Context: an optimization exercise on an open-source flow, tuned for small area, a short achievable clock period and few clock cycles per item. The choices shown serve that exercise and are no tape-out recipe.
RTL that was checked went through simulation tests only; none was proved equivalent to the original.

## v11
// modular_exponentiation
module modular_exponentiation (
    input  wire logic                  clk,
    input  wire logic                  rst_n,
    input  wire logic                  in_valid,
    output logic                       in_ready,
    input  wire mexp_pkg::word_t       message,
    output logic                       out_valid,
    input  wire logic                  out_ready,
    output mexp_pkg::word_t            power_result,
    input  wire logic                  cfg_valid,
    output logic                       cfg_ready,
    input  wire mexp_pkg::cfg_index_t  cfg_index,
    input  wire mexp_pkg::word_t       cfg_data
);
For scale: about 2300 cells after synthesis, roughly 290 flip-flops, ~0.022 mm² of cells after synthesis.
clock: 6.5 ns
lec_check: 0
cap_margin: 20
core_margin: 2
core_utilization: 40
setup_slack_margin: 2.0
slew_margin: 20
run.sh (not shown) runs the stock make flow with config.mk's settings and CLKGATE_MAP_FILE= SYNTH_SCRIPT=/design/flow/synth_recipe.tcl, a recipe that flattens the netlist after the stock synthesis.
[inputs] v26 vs v11
- a deleted SETUP_SLACK_MARGIN that had been 2.0
--- outcome ---
Timing, DRC, antenna: 0 failures across v11 and v26. v26 has sequential share of layout area above what v11 had. v26 vs. v11: design area down 11%; register-to-register setup slack down 570 ps; worst setup slack after layout down 570 ps.
No functional check of the RTL was part of any run of this note.


modular_exponentiation, a different RTL version from the one above (not shown whole).
Size in the first run: about 2600 cells after synthesis, about 0.024 mm^2 of cells after synthesis.
export LEC_CHECK = 0
export CAP_MARGIN = 20
export CORE_MARGIN = 2
export CORE_UTILIZATION = 50
export SETUP_SLACK_MARGIN = 2.7
export SLEW_MARGIN = 20
create_clock -name core_clock -period 6.5 [get_ports {clk}]
The baseline finished with timing, DRC and antenna clean.
Testbench counts at the start, summed over its fixed seeds: cycles 210,240, items 192.
Then changed:
Settings changed: CORE_UTILIZATION 50 to 60, SETUP_SLACK_MARGIN 2.7 to 2.85.
The new run ran to the end with no violations.
Final area barely changes.
Core utilization grows by 12 points.
Wire length is about the same.


## P
Another version of the RTL of modular_exponentiation (not shown whole).
For scale: about 2500 cells after synthesis, ~350 flip-flops, ~110 I/O pins.
// modular_exponentiation
module modular_exponentiation (
    input  wire logic                  clk,
    input  wire logic                  rst_n,
    input  wire logic                  in_valid,
    output logic                       in_ready,
    input  wire mexp_pkg::word_t       message,
    output logic                       out_valid,
    input  wire logic                  out_ready,
    output mexp_pkg::word_t            power_result,
    input  wire logic                  cfg_valid,
    output logic                       cfg_ready,
    input  wire mexp_pkg::cfg_index_t  cfg_index,
    input  wire mexp_pkg::word_t       cfg_data
);
Settings: LEC_CHECK=0, CAP_MARGIN=20, CORE_MARGIN=2, CORE_UTILIZATION=60, SETUP_SLACK_MARGIN=3.3, SLEW_MARGIN=20; clock period 6.5 ns.
Testbench counts of P, summed over its fixed seeds: cycles 210,240, items 192.
[inputs] Q vs P
Settings: an added ABC_AREA of 1; a change of SETUP_SLACK_MARGIN from 3.3 to 2.85.
Results
- Against P as the reference, Q delivers a lower peak per-stage delay on the critical path.
- [Q] share of cells above drive strength 1 fell 12 points relative to P
- Measured against Q, the placed wire-length estimate after detailed placement of P comes out at 0.79 times the reference value.
- Diff P -> Q: final critical delay including setup and external delays higher; number of distinct standard cells referenced by the synthesized netlist lower; worst setup slack lower.


== run a ==
Another version of the RTL of modular_exponentiation (not shown whole).
Size in the first run: about 3400 cells after synthesis, about 350 flip-flops, about 110 I/O pins, roughly 26000 sq um of cells after synthesis.
==> flow/config.mk <==
export PLATFORM = sky130hd
export DESIGN_NAME = modular_exponentiation
export DESIGN_NICKNAME = modular_exponentiation
export VERILOG_FILES = /design/flow/design.v
export SDC_FILE = /design/flow/constraint.sdc
export NUM_CORES = 4
export LEC_CHECK = 0
export ABC_AREA = 1
export CAP_MARGIN = 20
export CORE_MARGIN = 2
export CORE_UTILIZATION = 60
export SETUP_SLACK_MARGIN = 3.0
export SLEW_MARGIN = 20
==> flow/constraint.sdc <==
create_clock -name core_clock -period 6.5 [get_ports {clk}]
set_input_delay 1.3000 -clock core_clock [delete_from_list [all_inputs] [get_ports {clk}]]
set_output_delay 1.3000 -clock core_clock [all_outputs]
set_load 0.01 [all_outputs]
Run a has completed all stages; timing, DRC and antenna checks passed.
[inputs] run b vs run a
- ABC_AREA removed (was 1)
- SETUP_SLACK_MARGIN changed from 3.0 to 2.85
[summary]
Every stage of the flow completed for run b, and the final layout passed the timing, DRC and antenna checks.
| ratio of final minimum period to clock period | run b vs run a | 1.8 points higher |
Delta (run b minus run a): cell depth of the worst min-delay path up 2; worst slew margin relative to its limit increased by 6.5 points relative to the old numbers; buffering overhead increased 0.58 points.
No run of this note included a check of the RTL's function; only the layout flow was run.


modular_exponentiation, a different RTL version from the one above (not shown whole).
Size: roughly 2500 cells after synthesis.
==> flow/config.mk <==
export PLATFORM = sky130hd
export DESIGN_NAME = modular_exponentiation
export DESIGN_NICKNAME = modular_exponentiation
export VERILOG_FILES = /design/flow/design.v
export SDC_FILE = /design/flow/constraint.sdc
export NUM_CORES = 4
export LEC_CHECK = 0
export CAP_MARGIN = 20
export CORE_MARGIN = 2
export CORE_UTILIZATION = 60
export SETUP_SLACK_MARGIN = 3.0
export SLEW_MARGIN = 20
==> flow/constraint.sdc <==
create_clock -name core_clock -period 6.5 [get_ports {clk}]
set_input_delay 1.3000 -clock core_clock [delete_from_list [all_inputs] [get_ports {clk}]]
set_output_delay 1.3000 -clock core_clock [all_outputs]
set_load 0.01 [all_outputs]
The first run produced a clean layout.
Testbench counts at the start, summed over its fixed seeds: cycles 210,240, items 192.
Rerun with:
Settings changed: SETUP_SLACK_MARGIN 3.0 to 3.5.
Result: The new run finished clean. Utilization goes up by 3.5 points. Clock-buffer cell count goes down by 9. Wire length goes up by a few percent. Final area goes up by a few percent.
Rerun with:
Settings changed: ABC_AREA set to 1, SETUP_SLACK_MARGIN 3.5 to 3.0.
The new run completed with no timing, DRC or antenna violations.
Setup slack is better by 0.15 ns.
Clock-buffer cell count goes down by 3.
Worst hold slack is worse by 0.015 ns.
Wire length goes up by about 11%.
Non-clock buffer count goes down by 75.
Utilization goes down by 5.3 points.
Critical path depth goes down by 1.
Final area goes down by 2.0%.

## re-timing with driven ports
In the flow no input, the clock included, has a driving cell. The finished layouts below were timed again as built, in two steps.
Step 1 sets driving cells, clkbuf_16 on the clock port and buf_2 on the other inputs (assumed; they add their load-dependent delay and slew).
Step 2, shift: input delay + t, output delay - t, t = (earliest + latest rising clock arrival at the registers) / 2. This alone moves slack from input paths to output paths.
Slacks: ideal / step 1 / step 2; pairs: ideal / step 1.
| run | shift t [ns] | setup slack, ns | worst hold slack (ns) | latest minus earliest clock arrival (ns) | pins driven straight from the clock port |
|---|---|---|---|---|---|
| v11 | 0.639 | 1.545 / 1.545 / 1.545 | 0.523 / 0.519 / 0.523 | 0.033 / 0.033 | 1 |
| v26 | 0.611 | 0.978 / 0.978 / 0.978 | 0.515 / 0.515 / 0.515 | 0.029 / 0.029 | 1 |
| the first run of note 2 | 0.625 | 2.864 / 2.864 / 2.864 | 0.508 / 0.508 / 0.508 | 0.030 / 0.031 | 1 |
| the second run of note 2 | 0.623 | 3.000 / 2.972 / 3.000 | 0.499 / 0.499 / 0.499 | 0.031 / 0.030 | 1 |
| P | 0.613 | 3.121 / 3.121 / 3.121 | 0.482 / 0.482 / 0.482 | 0.019 / 0.019 | 1 |
| Q | 0.615 | 2.950 / 2.891 / 2.622 | 0.464 / 0.464 / 0.464 | 0.015 / 0.015 | 1 |
| run a | 0.636 | 3.031 / 2.969 / 3.040 | 0.511 / 0.511 / 0.511 | 0.022 / 0.022 | 1 |
| run b | 0.617 | 2.914 / 2.857 / 2.947 | 0.503 / 0.495 / 0.503 | 0.029 / 0.029 | 1 |
| the first run of note 5 | 0.621 | 2.875 / 2.850 / 2.875 | 0.505 / 0.505 / 0.505 | 0.037 / 0.037 | 1 |
| the second run of note 5 | 0.630 | 2.856 / 2.794 / 2.869 | 0.510 / 0.510 / 0.510 | 0.021 / 0.022 | 1 |
| the third run of note 5 | 0.632 | 3.010 / 2.951 / 2.872 | 0.495 / 0.495 / 0.495 | 0.024 / 0.024 | 1 |
After both steps every run listed still meets setup and hold. The setup slack of Q, which loses most, moves by -0.059 ns with the drivers and by -0.328 ns with both steps.
